Background: an optimization exercise with open tools, aiming at small area, a short achievable clock period and few clock cycles per item. Do not read the settings as production practice.
At most, simulation tests tie the RTL to the original design; equivalence was not proved.
No activity file was given, so power comes from the tool's default toggle rates.

==> inputs of run a <==
==> flow/design.v <==
module base58_encoder #(
    parameter int MAX_LEN = 32,
    parameter int K       = 2
) (
    input  logic       i_clk,
    input  logic       i_rst_n,
    input  logic       i_valid,
    output logic       o_stall,
    input  logic [7:0] i_data_byte,
    input  logic       i_last_byte,
    output logic       o_valid,
    input  logic       i_stall,
    output logic [6:0] o_out_char,
    output logic       o_last_char,
    output logic       o_too_long
);
    localparam int ND    = 44;           
    localparam int STEPS = 8 / K;
    logic       r_full;
    logic [7:0] r_byte;
    logic       r_last;
    logic [5:0] f_cnt;       
    logic       f_ovf;       
    logic       f_inlz;      
    logic [5:0] f_lz;        
    logic       f_done;      
    logic [7:0] s_byte;
    logic       s_busy;
    logic [2:0] s_step;
    logic       clr;         
    logic [5:0] d [ND];
    logic       out_mode;
    logic       o_err;
    logic       o_zero;
    logic [5:0] o_lz;
    logic [5:0] o_p;
    logic       r_ov;
    logic [6:0] r_ch;
    logic       r_lc;
    logic       r_er;
    logic       conv;
    logic       s_free;
    logic       take;
    logic       sig_byte;
    logic       ovf_new;
    logic       accept;
    logic       start_out;
    logic       adv;
    assign o_stall = r_full;
    assign accept  = i_valid && !r_full;
    assign conv     = s_busy && !out_mode;
    assign s_free   = !s_busy || (conv && s_step == 3'(STEPS - 1));
    assign take     = r_full && !f_done && s_free;
    assign ovf_new  = f_ovf || (f_cnt == 6'(MAX_LEN));
    assign sig_byte = !ovf_new && !(f_inlz && r_byte == 8'd0);
    assign start_out = !out_mode && f_done && !s_busy;
    assign adv      = !i_stall;
    logic [5:0] dn [ND];
    logic       cy [ND];
    always_comb begin
        for (int i = 0; i < ND; i++) dn[i] = clr ? 6'd0 : d[i];
        for (int l = 0; l < K; l++) begin
            for (int i = 0; i < ND; i++) cy[i] = (dn[i] >= 6'd29);
            for (int i = 0; i < ND; i++) begin
                dn[i] = {dn[i][4:0], (i == 0) ? s_byte[7 - l] : cy[i - 1]}
                      + (cy[i] ? 6'd6 : 6'd0);
            end
        end
    end
    always_ff @(posedge i_clk) begin
        if (conv) begin
            for (int i = 0; i < ND; i++) d[i] <= dn[i];
        end
    end
    logic [5:0] top;
    always_comb begin
        top = '0;
        for (int i = 0; i < ND; i++) if (d[i] != 6'd0) top = 6'(i);
    end
    function automatic logic [6:0] b58_char(input logic [5:0] v);
        if (v < 6'd9)       b58_char = 7'h31 + {1'b0, v};
        else if (v < 6'd17) b58_char = 7'h41 + ({1'b0, v} - 7'd9);
        else if (v < 6'd22) b58_char = 7'h4A + ({1'b0, v} - 7'd17);
        else if (v < 6'd33) b58_char = 7'h50 + ({1'b0, v} - 7'd22);
        else if (v < 6'd44) b58_char = 7'h61 + ({1'b0, v} - 7'd33);
        else                b58_char = 7'h6D + ({1'b0, v} - 7'd44);
    endfunction
    logic [5:0] dsel;
    assign dsel = d[o_p];
    always_ff @(posedge i_clk) begin
        if (!i_rst_n) begin
            r_full   <= 1'b0;
            f_cnt    <= '0;
            f_ovf    <= 1'b0;
            f_inlz   <= 1'b1;
            f_lz     <= '0;
            f_done   <= 1'b0;
            s_busy   <= 1'b0;
            s_step   <= '0;
            clr      <= 1'b1;
            out_mode <= 1'b0;
            r_ov     <= 1'b0;
        end else begin
            if (accept) begin
                r_full <= 1'b1;
            end else if (take) begin
                r_full <= 1'b0;
            end
            if (conv) begin
                clr    <= 1'b0;
                s_step <= s_step + 1'b1;
                if (s_step == 3'(STEPS - 1)) begin
                    s_busy <= 1'b0;
                    s_step <= '0;
                end
            end
            if (take) begin
                if (!f_ovf) f_cnt <= f_cnt + 1'b1;
                f_ovf <= ovf_new;
                if (!ovf_new) begin
                    if (f_inlz && r_byte == 8'd0) f_lz <= f_lz + 1'b1;
                    else f_inlz <= 1'b0;
                end
                if (sig_byte) begin
                    s_busy <= 1'b1;
                    s_step <= '0;
                end
                if (r_last) f_done <= 1'b1;
            end
            if (start_out) begin
                out_mode <= 1'b1;
                f_cnt    <= '0;
                f_ovf    <= 1'b0;
                f_inlz   <= 1'b1;
                f_lz     <= '0;
                f_done   <= 1'b0;
            end
            if (adv) begin
                r_ov <= 1'b0;
                if (out_mode) begin
                    r_ov <= 1'b1;
                    if (o_err) begin
                        out_mode <= 1'b0;
                        clr      <= 1'b1;
                    end else if (o_lz != '0) begin
                        if (o_lz == 6'd1 && o_zero) begin
                            out_mode <= 1'b0;
                            clr      <= 1'b1;
                        end
                    end else begin
                        if (o_p == '0) begin
                            out_mode <= 1'b0;
                            clr      <= 1'b1;
                        end
                    end
                end
            end
        end
    end
    always_ff @(posedge i_clk) begin
        if (accept) begin
            r_byte <= i_data_byte;
            r_last <= i_last_byte;
        end
        if (take && sig_byte) begin
            s_byte <= r_byte;
        end else if (conv) begin
            s_byte <= s_byte << K;
        end
        if (start_out) begin
            o_err  <= f_ovf;
            o_zero <= clr;
            o_lz   <= f_lz;
            o_p    <= top;
        end
        if (adv && out_mode) begin
            if (o_err) begin
                r_ch <= 7'h00;
                r_lc <= 1'b1;
                r_er <= 1'b1;
            end else if (o_lz != '0) begin
                r_ch <= 7'h31;
                r_lc <= (o_lz == 6'd1) && o_zero;
                r_er <= 1'b0;
                o_lz <= o_lz - 1'b1;
            end else begin
                r_ch <= b58_char(dsel);
                r_lc <= (o_p == '0);
                r_er <= 1'b0;
                o_p  <= o_p - 1'b1;
            end
        end
    end
    assign o_valid     = r_ov;
    assign o_out_char  = r_ch;
    assign o_last_char = r_lc;
    assign o_too_long  = r_er;
endmodule
==> flow/run.sh <==
#!/bin/bash
# synth_recipe.tcl (not shown) runs the flow's synth.tcl, then flattens the netlist and writes it again
# the make line also repeats each setting of config.mk as NAME=value (left out here)
make -C /OpenROAD-flow-scripts/flow DESIGN_CONFIG=/design/flow/config.mk WORK_HOME=/design/flow/orfs CLKGATE_MAP_FILE= SYNTH_SCRIPT=/design/flow/synth_recipe.tcl finish
==> flow/config.mk <==
export PLATFORM = sky130hd
export DESIGN_NAME = base58_encoder
export DESIGN_NICKNAME = base58_encoder
export VERILOG_FILES = /design/flow/design.v
export SDC_FILE = /design/flow/constraint.sdc
export NUM_CORES = 4
export LEC_CHECK = 0
export CAP_MARGIN = 20
export CORE_MARGIN = 2
export CORE_UTILIZATION = 40
export PLACE_DENSITY = 0.6
export SLEW_MARGIN = 20
==> flow/constraint.sdc <==
create_clock -name core_clock -period 9.0 [get_ports {i_clk}]
set_input_delay 1.8000 -clock core_clock [delete_from_list [all_inputs] [get_ports {i_clk}]]
set_output_delay 1.8000 -clock core_clock [all_outputs]
set_load 0.01 [all_outputs]
==> run b: changes against run a <==
--- a/flow/design.v
+++ b/flow/design.v
@@ -2,3 +2,3 @@
     parameter int MAX_LEN = 32,
-    parameter int K       = 2
+    parameter int K       = 1
 ) (
@@ -31,3 +31,3 @@
     logic [5:0] d [ND];
-    logic       out_mode;
+    logic       out_mode;    
     logic       o_err;
@@ -36,3 +36,7 @@
     logic [5:0] o_p;
-    logic       r_ov;
+    logic       b_v;         
+    logic [5:0] b_dig;
+    logic       b_last;
+    logic       b_err;
+    logic       r_ov;        
     logic [6:0] r_ch;
@@ -48,13 +52,23 @@
     logic       adv;
+    logic       p_last;
     assign o_stall = r_full;
     assign accept  = i_valid && !r_full;
-    assign conv     = s_busy && !out_mode;
-    assign s_free   = !s_busy || (conv && s_step == 3'(STEPS - 1));
-    assign take     = r_full && !f_done && s_free;
-    assign ovf_new  = f_ovf || (f_cnt == 6'(MAX_LEN));
-    assign sig_byte = !ovf_new && !(f_inlz && r_byte == 8'd0);
+    assign conv      = s_busy && !out_mode;
+    assign s_free    = !s_busy || (conv && s_step == 3'(STEPS - 1));
+    assign take      = r_full && !f_done && s_free;
+    assign ovf_new   = f_ovf || (f_cnt == 6'(MAX_LEN));
+    assign sig_byte  = !ovf_new && !(f_inlz && r_byte == 8'd0);
     assign start_out = !out_mode && f_done && !s_busy;
-    assign adv      = !i_stall;
+    assign adv       = !i_stall;
+    function automatic logic [6:0] dstep(input logic [5:0] v, input logic cin);
+        logic c, k1, k2, k3;
+        c  = v[5] | (v[4] & v[3] & v[2] & (v[1] | v[0]));
+        k1 = c & (v[1] | v[0]);
+        k2 = v[2] & k1;
+        k3 = v[3] & k2;
+        dstep = {c, v[4] ^ k3, v[3] ^ k2, v[2] ^ k1, v[1] ^ (c & ~v[0]), v[0] ^ c, cin};
+    endfunction
     logic [5:0] dn [ND];
     logic       cy [ND];
+    logic [6:0] t;
     always_comb begin
@@ -62,6 +76,9 @@
         for (int l = 0; l < K; l++) begin
-            for (int i = 0; i < ND; i++) cy[i] = (dn[i] >= 6'd29);
             for (int i = 0; i < ND; i++) begin
-                dn[i] = {dn[i][4:0], (i == 0) ? s_byte[7 - l] : cy[i - 1]}
-                      + (cy[i] ? 6'd6 : 6'd0);
+                t = dstep(dn[i], 1'b0);
+                cy[i] = t[6];
+            end
+            for (int i = 0; i < ND; i++) begin
+                t = dstep(dn[i], (i == 0) ? s_byte[7 - l] : cy[i - 1]);
+                dn[i] = t[5:0];
             end
@@ -78,2 +95,28 @@
         for (int i = 0; i < ND; i++) if (d[i] != 6'd0) top = 6'(i);
+    end
+    logic [5:0] m1 [12];
+    logic [5:0] m2 [3];
+    logic [5:0] dsel;
+    always_comb begin
+        for (int g = 0; g < 12; g++) begin
+            case (o_p[1:0])
+                2'd0:    m1[g] = d[4*g];
+                2'd1:    m1[g] = (4*g+1 < ND) ? d[(4*g+1) % ND] : 6'd0;
+                2'd2:    m1[g] = (4*g+2 < ND) ? d[(4*g+2) % ND] : 6'd0;
+                default: m1[g] = (4*g+3 < ND) ? d[(4*g+3) % ND] : 6'd0;
+            endcase
+        end
+        for (int g = 0; g < 3; g++) begin
+            case (o_p[3:2])
+                2'd0:    m2[g] = m1[4*g];
+                2'd1:    m2[g] = m1[4*g+1];
+                2'd2:    m2[g] = m1[4*g+2];
+                default: m2[g] = m1[4*g+3];
+            endcase
+        end
+        case (o_p[5:4])
+            2'd0:    dsel = m2[0];
+            2'd1:    dsel = m2[1];
+            default: dsel = m2[2];
+        endcase
     end
@@ -87,4 +130,3 @@
     endfunction
-    logic [5:0] dsel;
-    assign dsel = d[o_p];
+    assign p_last = o_err || ((o_lz != '0) ? (o_lz == 6'd1 && o_zero) : (o_p == '0));
     always_ff @(posedge i_clk) begin
@@ -101,2 +143,3 @@
             out_mode <= 1'b0;
+            b_v      <= 1'b0;
             r_ov     <= 1'b0;
@@ -138,19 +181,7 @@
             if (adv) begin
-                r_ov <= 1'b0;
-                if (out_mode) begin
-                    r_ov <= 1'b1;
-                    if (o_err) begin
-                        out_mode <= 1'b0;
-                        clr      <= 1'b1;
-                    end else if (o_lz != '0) begin
-                        if (o_lz == 6'd1 && o_zero) begin
-                            out_mode <= 1'b0;
-                            clr      <= 1'b1;
-                        end
-                    end else begin
-                        if (o_p == '0) begin
-                            out_mode <= 1'b0;
-                            clr      <= 1'b1;
-                        end
-                    end
+                b_v  <= out_mode;
+                r_ov <= b_v;
+                if (out_mode && p_last) begin
+                    out_mode <= 1'b0;
+                    clr      <= 1'b1;
                 end
@@ -175,18 +206,17 @@
         end
-        if (adv && out_mode) begin
-            if (o_err) begin
-                r_ch <= 7'h00;
-                r_lc <= 1'b1;
-                r_er <= 1'b1;
-            end else if (o_lz != '0) begin
-                r_ch <= 7'h31;
-                r_lc <= (o_lz == 6'd1) && o_zero;
-                r_er <= 1'b0;
-                o_lz <= o_lz - 1'b1;
-            end else begin
-                r_ch <= b58_char(dsel);
-                r_lc <= (o_p == '0);
-                r_er <= 1'b0;
-                o_p  <= o_p - 1'b1;
-            end
+        if (adv) begin
+            if (out_mode) begin
+                b_last <= p_last;
+                b_err  <= o_err;
+                if (o_lz != '0) begin
+                    b_dig <= 6'd0;
+                    o_lz  <= o_lz - 1'b1;
+                end else begin
+                    b_dig <= dsel;
+                    o_p   <= o_p - 1'b1;
+                end
+            end
+            r_ch <= b_err ? 7'h00 : b58_char(b_dig);
+            r_lc <= b_last;
+            r_er <= b_err;
         end
==> run c: changes against run a <==
--- a/flow/design.v
+++ b/flow/design.v
@@ -2,3 +2,3 @@
     parameter int MAX_LEN = 32,
-    parameter int K       = 2
+    parameter int K       = 4
 ) (
==> run d: changes against run a <==
--- a/flow/design.v
+++ b/flow/design.v
@@ -31,3 +31,3 @@
     logic [5:0] d [ND];
-    logic       out_mode;
+    logic       out_mode;    
     logic       o_err;
@@ -36,3 +36,7 @@
     logic [5:0] o_p;
-    logic       r_ov;
+    logic       b_v;         
+    logic [5:0] b_dig;
+    logic       b_last;
+    logic       b_err;
+    logic       r_ov;        
     logic [6:0] r_ch;
@@ -48,13 +52,23 @@
     logic       adv;
+    logic       p_last;
     assign o_stall = r_full;
     assign accept  = i_valid && !r_full;
-    assign conv     = s_busy && !out_mode;
-    assign s_free   = !s_busy || (conv && s_step == 3'(STEPS - 1));
-    assign take     = r_full && !f_done && s_free;
-    assign ovf_new  = f_ovf || (f_cnt == 6'(MAX_LEN));
-    assign sig_byte = !ovf_new && !(f_inlz && r_byte == 8'd0);
+    assign conv      = s_busy && !out_mode;
+    assign s_free    = !s_busy || (conv && s_step == 3'(STEPS - 1));
+    assign take      = r_full && !f_done && s_free;
+    assign ovf_new   = f_ovf || (f_cnt == 6'(MAX_LEN));
+    assign sig_byte  = !ovf_new && !(f_inlz && r_byte == 8'd0);
     assign start_out = !out_mode && f_done && !s_busy;
-    assign adv      = !i_stall;
+    assign adv       = !i_stall;
+    function automatic logic [6:0] dstep(input logic [5:0] v, input logic cin);
+        logic c, k1, k2, k3;
+        c  = v[5] | (v[4] & v[3] & v[2] & (v[1] | v[0]));
+        k1 = c & (v[1] | v[0]);
+        k2 = v[2] & k1;
+        k3 = v[3] & k2;
+        dstep = {c, v[4] ^ k3, v[3] ^ k2, v[2] ^ k1, v[1] ^ (c & ~v[0]), v[0] ^ c, cin};
+    endfunction
     logic [5:0] dn [ND];
     logic       cy [ND];
+    logic [6:0] t;
     always_comb begin
@@ -62,6 +76,9 @@
         for (int l = 0; l < K; l++) begin
-            for (int i = 0; i < ND; i++) cy[i] = (dn[i] >= 6'd29);
             for (int i = 0; i < ND; i++) begin
-                dn[i] = {dn[i][4:0], (i == 0) ? s_byte[7 - l] : cy[i - 1]}
-                      + (cy[i] ? 6'd6 : 6'd0);
+                t = dstep(dn[i], 1'b0);
+                cy[i] = t[6];
+            end
+            for (int i = 0; i < ND; i++) begin
+                t = dstep(dn[i], (i == 0) ? s_byte[7 - l] : cy[i - 1]);
+                dn[i] = t[5:0];
             end
@@ -78,2 +95,28 @@
         for (int i = 0; i < ND; i++) if (d[i] != 6'd0) top = 6'(i);
+    end
+    logic [5:0] m1 [12];
+    logic [5:0] m2 [3];
+    logic [5:0] dsel;
+    always_comb begin
+        for (int g = 0; g < 12; g++) begin
+            case (o_p[1:0])
+                2'd0:    m1[g] = d[4*g];
+                2'd1:    m1[g] = (4*g+1 < ND) ? d[(4*g+1) % ND] : 6'd0;
+                2'd2:    m1[g] = (4*g+2 < ND) ? d[(4*g+2) % ND] : 6'd0;
+                default: m1[g] = (4*g+3 < ND) ? d[(4*g+3) % ND] : 6'd0;
+            endcase
+        end
+        for (int g = 0; g < 3; g++) begin
+            case (o_p[3:2])
+                2'd0:    m2[g] = m1[4*g];
+                2'd1:    m2[g] = m1[4*g+1];
+                2'd2:    m2[g] = m1[4*g+2];
+                default: m2[g] = m1[4*g+3];
+            endcase
+        end
+        case (o_p[5:4])
+            2'd0:    dsel = m2[0];
+            2'd1:    dsel = m2[1];
+            default: dsel = m2[2];
+        endcase
     end
@@ -87,4 +130,3 @@
     endfunction
-    logic [5:0] dsel;
-    assign dsel = d[o_p];
+    assign p_last = o_err || ((o_lz != '0) ? (o_lz == 6'd1 && o_zero) : (o_p == '0));
     always_ff @(posedge i_clk) begin
@@ -101,2 +143,3 @@
             out_mode <= 1'b0;
+            b_v      <= 1'b0;
             r_ov     <= 1'b0;
@@ -138,19 +181,7 @@
             if (adv) begin
-                r_ov <= 1'b0;
-                if (out_mode) begin
-                    r_ov <= 1'b1;
-                    if (o_err) begin
-                        out_mode <= 1'b0;
-                        clr      <= 1'b1;
-                    end else if (o_lz != '0) begin
-                        if (o_lz == 6'd1 && o_zero) begin
-                            out_mode <= 1'b0;
-                            clr      <= 1'b1;
-                        end
-                    end else begin
-                        if (o_p == '0) begin
-                            out_mode <= 1'b0;
-                            clr      <= 1'b1;
-                        end
-                    end
+                b_v  <= out_mode;
+                r_ov <= b_v;
+                if (out_mode && p_last) begin
+                    out_mode <= 1'b0;
+                    clr      <= 1'b1;
                 end
@@ -175,18 +206,17 @@
         end
-        if (adv && out_mode) begin
-            if (o_err) begin
-                r_ch <= 7'h00;
-                r_lc <= 1'b1;
-                r_er <= 1'b1;
-            end else if (o_lz != '0) begin
-                r_ch <= 7'h31;
-                r_lc <= (o_lz == 6'd1) && o_zero;
-                r_er <= 1'b0;
-                o_lz <= o_lz - 1'b1;
-            end else begin
-                r_ch <= b58_char(dsel);
-                r_lc <= (o_p == '0);
-                r_er <= 1'b0;
-                o_p  <= o_p - 1'b1;
-            end
+        if (adv) begin
+            if (out_mode) begin
+                b_last <= p_last;
+                b_err  <= o_err;
+                if (o_lz != '0) begin
+                    b_dig <= 6'd0;
+                    o_lz  <= o_lz - 1'b1;
+                end else begin
+                    b_dig <= dsel;
+                    o_p   <= o_p - 1'b1;
+                end
+            end
+            r_ch <= b_err ? 7'h00 : b58_char(b_dig);
+            r_lc <= b_last;
+            r_er <= b_err;
         end
==> comparison <==
Run d ran to the end with no violations. Run b completed without violations. Run a finished clean. Run c completed with no timing, DRC or antenna violations. Of run c and run a, run c has the higher sequential power (gap about 4%, measured against run a). First-iteration DRC count: run c > run a > run b > run d. Wire length: run b < run d < run a < run c. Clock power: run a is larger than run b (about 16%). Clock skew, highest first: run c, run a, run d, run b. Against run b, the via count of run a is higher by about 50%. Critical path depth: run c > run a > run d > run b. The lowest sequential share of layout area belongs to run c, the highest to run b. Between run d and run c, the lower synthesized cell count is in run d (gap 42%, measured against run c).
==> figures <==
| metric | run a | run c | run d | run b |
|---|---|---|---|---|
| Number of tap cells added at floorplan | 855 | 1165 | 765 | 615 |
| Post-synthesis sequential element count | 327 | 327 | 336 | 336 |
| Critical Path AT | 5580 ps | 7730 ps | 4290 ps | 4030 ps |
| Overall Global Routing Usage | 25.5% | 22.2% | 17.6% | 17.3% |
| Cell Area, Placed | 27000 sq um | 37000 sq um | 24300 sq um | 20300 sq um |
| First-pass GRT wire length | 129000 um | 159000 um | 86300 um | 69800 um |
| CP Launch Point | o_p[0] | clr | i_stall | i_stall |
| Proportion of synthesized area in mux cells | 0.965% | 0.821% | 3.13% | 2.44% |
| Cell-internal power | 3.56 mW | 3.92 mW | 3.44 mW | 3.19 mW |
| Outcome | finished clean | finished clean | finished clean | finished clean |
| Post-Place Cells | 3577 | 5052 | 2992 | 2388 |
| Overall die height | 259 um | 302 um | 245 um | 224 um |
| Cell class ranked first by area | multi-input combinational cells | multi-input combinational cells | multi-input combinational cells | sequential cells |
| Share of cell area taken by flip-flops and latches | 33.3% | 24.6% | 37.9% | 45.3% |
| Logic inverters | 247 | 387 | 165 | 66 |
| Smallest setup slack after layout | 3750 ps | 1600 ps | 5160 ps | 5460 ps |
| Net switching power | 2.17 mW | 2.60 mW | 1.54 mW | 1.42 mW |
| Worst-Margin Slew | 1230 ps | 1110 ps | 1080 ps | 1110 ps |
| R2R Path End | r_ch[5] | d[12][5] | d[24][4] | b_dig[4] |
Testbench counts of run d, summed over its fixed seeds: cycles 21,320, bytes 3,974.
No functional check of the RTL was part of run a, run b and run c.

## separate check: timing with driven ports
The results above use ideal ports. As a check the final layouts listed here were re-extracted and re-timed, cells and wires unchanged. Step 1 assumes that a clkbuf_16 drives the clock port and a buf_2 every other input. Step 2 adds t to the input delays and takes it off the output delays; t is the mean of the earliest and latest rising clock arrival at the registers after step 1. Input paths then give back, and output paths get back, about the clock's delay inside the block. Three values: no drivers, after step 1, after step 2; two values: the first two.
run | shift t [ns] | setup WS [ns] | hold slack, ns | pins driven straight from the clock port
run a | 0.657 | 3.754 / 3.754 / 3.754 | 0.438 / 0.438 / 0.438 | 1
run b | 0.607 | 5.457 / 5.490 / 4.883 | 0.422 / 0.422 / 0.422 | 1
run c | 0.667 | 1.599 / 1.599 / 1.599 | 0.426 / 0.426 / 0.426 | 1
run d | 0.621 | 5.160 / 5.201 / 4.580 | 0.428 / 0.428 / 0.428 | 1
After both steps every run listed still meets setup and hold. For run d, which loses most, drivers alone change the setup slack by +0.041 ns; drivers and shift together by -0.580 ns.
